Background: an optimization exercise with open tools, aiming at a short achievable clock period and few clock cycles. Do not read the settings as production practice.

==> run C <==
==> flow/design.v (excerpt) <==
module MipsCore (
    input  logic        clk,
    input  logic        arstN,
    input  logic [31:0] instr,
    input  logic [31:0] dmemRData,
    output logic [31:0] pc,
    output logic [31:0] dmemAddr,
    output logic [31:0] dmemWData,
    output logic [3:0]  dmemByteEn,
    output logic        dmemWe,
    output logic        dmemRe
);
clock: 22.0 ns
lec_check: 0
abc_clock_period_in_ps: 5000
cap_margin: 30
cell_pad_in_sites_detail_placement: 1
cell_pad_in_sites_global_placement: 2
core_margin: 2
core_utilization: 40
setup_slack_margin: 5
slew_margin: 30
standard.sh (not shown) runs the stock make flow with config.mk's settings and CLKGATE_MAP_FILE= SYNTH_SCRIPT=/design/flow/synth_recipe.tcl, a recipe that flattens the netlist after the stock synthesis.
==> flow/flow/run.sh <==
#!/bin/bash
# Standard synthesis, then the standard layout steps with a larger setup
# margin for ORFS's timing repair, so it optimises toward a ~6 ns period.
# The SDC (clock period, IO delays) is the standard flow's, unchanged.
set -uo pipefail
MARGIN=${MARGIN:-16}
bash standard.sh synth > synth.log 2>&1 || { tail -50 synth.log; exit 1; }
bash standard.sh finish SETUP_SLACK_MARGIN=$MARGIN > layout.log 2>&1 || { tail -50 layout.log; exit 1; }
==> run F (differences from run C) <==
--- a/flow/design.v
+++ b/flow/design.v
@@ -1049,16 +1049,16 @@
     output logic [31:0] dmemWData,
     output logic [3:0]  dmemByteEn,
     output logic        dmemWe,
     output logic        dmemRe
 );
-    localparam int NB  = 16;
-    localparam int NBW = 4;
+    localparam int NB  = 8;
+    localparam int NBW = 3;
     localparam int MROWS = 6;
     localparam int HW  = 7;
-    localparam int NR  = 16;
-    localparam int NRW = 4;
+    localparam int NR  = 8;
+    localparam int NRW = 3;
     logic [31:0] pcF;
     logic        vD;
     logic [31:0] irD, pcD, pc4D;
     logic        ptD;            
     logic [31:0] pnD;            
@@ -1130,11 +1130,11 @@
         pc4F    = pcF + 32'd4;
         if (!ptF)                  npF = pc4F;
         else if (retF && rasTopV)  npF = rasTop;
         else                       npF = tgtF;
     end
-    assign pc = pcF;
+    assign pc = pcOut;
     logic [5:0]  op, fn;
     logic [4:0]  rs, rt, rd, sh;
     logic [15:0] imm;
     assign op  = irD[31:26];
     assign rs  = irD[25:21];
@@ -1213,14 +1213,24 @@
     logic [31:0] immS, immZ, addrD;
     logic [3:0]  beD;
     logic [31:0] wdataD;
     assign immS  = {{16{imm[15]}}, imm};
     assign immZ  = {16'd0, imm};
-    logic [31:0] csS, csC;
-    assign csS   = A ^ B ^ immS;
-    assign csC   = {(A[30:0] & B[30:0]) | (A[30:0] & immS[30:0]) | (B[30:0] & immS[30:0]), 1'b0};
-    assign addrD = baseFwd ? (csS + csC) : (rsD + immS);
+    logic [31:0] agu00, agu10, agu01, agu11, aguFwd;
+    Add3 uAgu00 (.x(aE),    .y(bE),    .z(immS), .s(agu00));
+    Add3 uAgu10 (.x(wValW), .y(bE),    .z(immS), .s(agu10));
+    Add3 uAgu01 (.x(aE),    .y(wValW), .z(immS), .s(agu01));
+    Add3 uAgu11 (.x(wValW), .y(wValW), .z(immS), .s(agu11));
+    always_comb begin
+        case ({fwdAE, fwdBE})
+            2'b00:   aguFwd = agu00;
+            2'b10:   aguFwd = agu10;
+            2'b01:   aguFwd = agu01;
+            default: aguFwd = agu11;
+        endcase
+    end
+    assign addrD = baseFwd ? aguFwd : (rsD + immS);
     always_comb begin
         if (isSb) begin
             beD    = 4'b1000 >> addrD[1:0];
             wdataD = {4{rtD[7:0]}};
         end else if (isSh) begin
@@ -1254,11 +1264,29 @@
     logic [MROWS*32-1:0] mrowsD;
     MulStage0 uMul0 (.a(A), .b(B), .rows(mrowsD));
     MulStage1 uMul1 (.rows(mrowsE), .p(prodE));
     assign sum  = A + B;
     assign diff = A - B;
-    assign lt   = (A[31] != B[31]) ? A[31] : diff[31];
+    logic eq00, eq10, eq01, lt00, lt10, lt01, zA, zW, neA, neW;
+    assign eq00 = (aE == bE);
+    assign eq10 = (wValW == bE);
+    assign eq01 = (aE == wValW);
+    assign lt00 = ($signed(aE) < $signed(bE));
+    assign lt10 = ($signed(wValW) < $signed(bE));
+    assign lt01 = ($signed(aE) < $signed(wValW));
+    assign zA   = (aE == 32'd0);
+    assign zW   = (wValW == 32'd0);
+    assign neA  = (aE != pnE);
+    assign neW  = (wValW != pnE);
+    always_comb begin
+        case ({fwdAE, fwdBE})
+            2'b00:   lt = lt00;
+            2'b10:   lt = lt10;
+            2'b01:   lt = lt01;
+            default: lt = 1'b0;
+        endcase
+    end
     assign shl  = B << shE;
     assign shr  = B >> shE;
     always_comb begin
         resE = '0;
         if (opAddE) resE = resE | sum;
@@ -1272,21 +1300,26 @@
         if (opMulE) resE = resE | prodE;
     end
     logic eq, zero, takenE, mispE;
     logic [31:0] redirE;
     always_comb begin
-        eq   = (A == B);
-        zero = (A == 32'd0);
+        case ({fwdAE, fwdBE})
+            2'b00:   eq = eq00;
+            2'b10:   eq = eq10;
+            2'b01:   eq = eq01;
+            default: eq = 1'b1;
+        endcase
+        zero = fwdAE ? zW : zA;
         case (condE)
             3'd0:    takenE = eq;
             3'd1:    takenE = !eq;
             3'd2:    takenE = A[31] || zero;
             3'd3:    takenE = !A[31] && !zero;
             3'd4:    takenE = A[31];
             default: takenE = !A[31];
         endcase
-        mispE  = vE && ((isCondE && (takenE != ptE)) || (isJrE && (A != pnE)));
+        mispE  = vE && ((isCondE && (takenE != ptE)) || (isJrE && (fwdAE ? neW : neA)));
         redirE = isCondE ? (takenE ? btE : pc4E) : A;
     end
     logic mulHold;
     assign mulHold = vE && opMulE && !mphE;
     logic [31:0] ldValE;
@@ -1305,28 +1338,32 @@
         else if (lwidE == 2'd1) ldValE = {{16{lh[15]}}, lh};
         else                    ldValE = {{24{lb[7]}}, lb};
     end
     logic advD;      
     assign advD = !mispE && !mulHold && !hazD;
+    logic [31:0] pcNext;
+    always_comb begin
+        if (mispE)                 pcNext = redirE;
+        else if (mulHold || hazD)  pcNext = pcF;
+        else if (redirD)           pcNext = tgtD;
+        else                       pcNext = npF;
+    end
     always_ff @(posedge clk or negedge arstN) begin
         if (!arstN) begin
             pcF <= 32'd0;
             vD  <= 1'b0;
         end else begin
-            if (mispE) begin
-                pcF <= redirE;
-                vD  <= 1'b0;
-            end else if (mulHold || hazD) begin
-            end else if (redirD) begin
-                pcF <= tgtD;
-                vD  <= 1'b0;
-            end else begin
-                pcF <= npF;
-                vD  <= 1'b1;
-            end
+            pcF <= pcNext;
+            if (mispE)                     vD <= 1'b0;
+            else if (mulHold || hazD)      vD <= vD;
+            else                           vD <= !redirD;
         end
     end
+    logic [31:0] pcOut;
+    always_ff @(posedge clk) begin
+        pcOut <= arstN ? pcNext : 32'd0;
+    end
     always_ff @(posedge clk) begin
         if (!mulHold && !hazD) begin
             irD     <= instr;
             pcD     <= pcF;
             pc4D    <= pc4F;
@@ -1337,25 +1374,26 @@
         end
     end
     always_ff @(posedge clk or negedge arstN) begin
         if (!arstN) begin
             vE   <= 1'b0;
-            reE  <= 1'b0;
             weE  <= 1'b0;
             mphE <= 1'b0;
         end else begin
+            weE  <= vD && advD && isStore;
             if (mulHold) begin
                 mphE <= 1'b1;
             end else begin
                 mphE <= 1'b0;
                 vE   <= vD && advD;
-                reE  <= vD && advD && isLoad;
-                weE  <= vD && advD && isStore;
             end
         end
     end
     always_ff @(posedge clk) begin
+        reE <= vD && advD && isLoad;
+    end
+    always_ff @(posedge clk) begin
         mrowsE  <= mrowsD;
         aE      <= isJal ? pc4D : rsD;
         if (isAddi || isSlti)     bE <= immS;
         else if (isOri || isXori) bE <= immZ;
         else if (isJal)           bE <= 32'd0;
@@ -1505,9 +1543,20 @@
                 rasPtr <= rasPtr - 1'b1;
             end
         end
     end
     always_ff @(posedge clk) begin
-        if (vD && advD && isJal) ras[rasPtr + 1'b1] <= pc4D;
+        if (isJal) ras[rasPtr + 1'b1] <= pc4D;
     end
 endmodule
+module Add3 (
+    input  logic [31:0] x,
+    input  logic [31:0] y,
+    input  logic [31:0] z,
+    output logic [31:0] s
+);
+    logic [31:0] cs, cc;
+    assign cs = x ^ y ^ z;
+    assign cc = {(x[30:0] & y[30:0]) | (x[30:0] & z[30:0]) | (y[30:0] & z[30:0]), 1'b0};
+    assign s  = cs + cc;
+endmodule
 `default_nettype wire
==> flow/flow/run.sh (replaced) <==
#!/bin/bash
# Standard synthesis, then the standard layout steps with:
#  - a larger setup margin for ORFS's timing repair, so it optimises toward
#    a ~6 ns period (the SDC - clock period, IO delays - is the standard flow's, unchanged);
#  - the IO port buffers made as buf_4 cells instead of the delay cell
#    buffer_ports picks by default (every port still gets its buffer).
set -uo pipefail
MARGIN=${MARGIN:-16}
bash standard.sh synth > synth.log 2>&1 || { tail -50 synth.log; exit 1; }
bash standard.sh finish SETUP_SLACK_MARGIN=$MARGIN \
  "BUFFER_PORTS_ARGS=-buffer_cell sky130_fd_sc_hd__buf_4" > layout.log 2>&1 || { tail -50 layout.log; exit 1; }
- CORE_UTILIZATION: 40 -> 55
==> run B (differences from run C) <==
==> flow/run.sh (new file) <==
#!/bin/bash
# synth_recipe.tcl (not shown) runs the flow's synth.tcl, then flattens the netlist and writes it again
# the make line also repeats each setting of config.mk as NAME=value (left out here)
make -C /OpenROAD-flow-scripts/flow DESIGN_CONFIG=/design/flow/config.mk WORK_HOME=/design/flow/orfs CLKGATE_MAP_FILE= SYNTH_SCRIPT=/design/flow/synth_recipe.tcl finish
removed: flow/flow/run.sh
removed: flow/standard.sh
==> results.ini <==
[worst_setup_path]
cpLargestDelayFamily = flip-flops
cp.depth = 2

[sta]
worst_pin_slew_ns = 1.16

[route]
wire_per_inst_um = 39.6
met2_wirelength_um = 367000
firstDrtPassIters = 6

[pwr]
power.switching_w = 0.00773

[logic_synthesis]
syn_area_sq_um = 183000

[status]
status = timing/DRC/antenna clean

[grt]
use_met3_pct = 5.16
grt_util_all_layers_pct = 33.5

# the run above: run C

==> results.ini <==
[worst_setup_path]
cpLargestDelayFamily = buffers and inverters

[sta]
fmax_ghz = 0.123
fin_ws_ns = 13.85
worst_pin_slew_ns = 1.12

[route]
drc = 0
wire_per_inst_um = 39.3
met2_wirelength_um = 337000
firstDrtPassIters = 5

[logic_synthesis]
synth_top_family_by_area = multiplexers

[hold_path]
hold_path_depth = 0

[grt]
grt_util_all_layers_pct = 32.9
use_met3_pct = 5.56

[status]
status = timing/DRC/antenna clean

[layout]
multi_input_comb_area_sq_um = 71200

[pwr]
seq_power_share_pct = 41.3

# the run above: run B

==> results.ini <==
[sta]
drv_slew = 0
worst_pin_slew_ns = 1.17
fmax_ghz = 0.162
finalSetupTns_ns = 0

[pwr]
p_comb_share_pct = 27.9
pg_comb_w = 0.00502
power.switching_w = 0.00661

[worst_setup_path]
cp.depth = 19
cpLargestDelayFamily = compound AO/OA/AOI/OAI gates

[hold_path]
hold_path_depth = 0

[route]
met2_wirelength_um = 316000
firstDrtPassIters = 6

[status]
status = timing/DRC/antenna clean

[logic_synthesis]
syn_area_sq_um = 160000

[grt]
grt_util_all_layers_pct = 48.2

[cts]
cts_made_buffers = 320

# the run above: run F

Function was not checked in any run of this note: the RTL went through the layout flow alone.

what the ideal ports hide:
How much do the figures lean on ideal ports? The routed layouts below were timed once more, with nothing changed but the port constraints. Step 1, drivers: a clkbuf_16 drives clk and a buf_2 each remaining input, both assumed. Step 2, shift: input delay + t, output delay - t, t = (earliest + latest rising clock arrival at the registers) / 2. This alone moves slack from input paths to output paths. Three values: ideal ports, drivers, drivers and shift; two values: the first two.
run | t, ns | slack for setup (ns) | hold slack, ns | slew at the worst register clock pin (ns) | pins driven straight from the clock port
run C | 1.118 | 15.738 / 15.615 / 14.994 | 0.320 / 0.320 / 0.320 | 0.07 / 0.07 | 1
run F | 1.071 | 15.830 / 15.830 / 14.896 | 0.329 / 0.329 / 0.329 | 0.08 / 0.08 | 1
run B | 1.115 | 13.850 / 13.850 / 13.850 | 0.313 / 0.313 / 0.313 | 0.07 / 0.07 | 1
After both steps every run listed still meets setup and hold. For run F, which loses most, drivers alone change the setup slack by 0.000 ns; drivers and shift together by -0.934 ns.
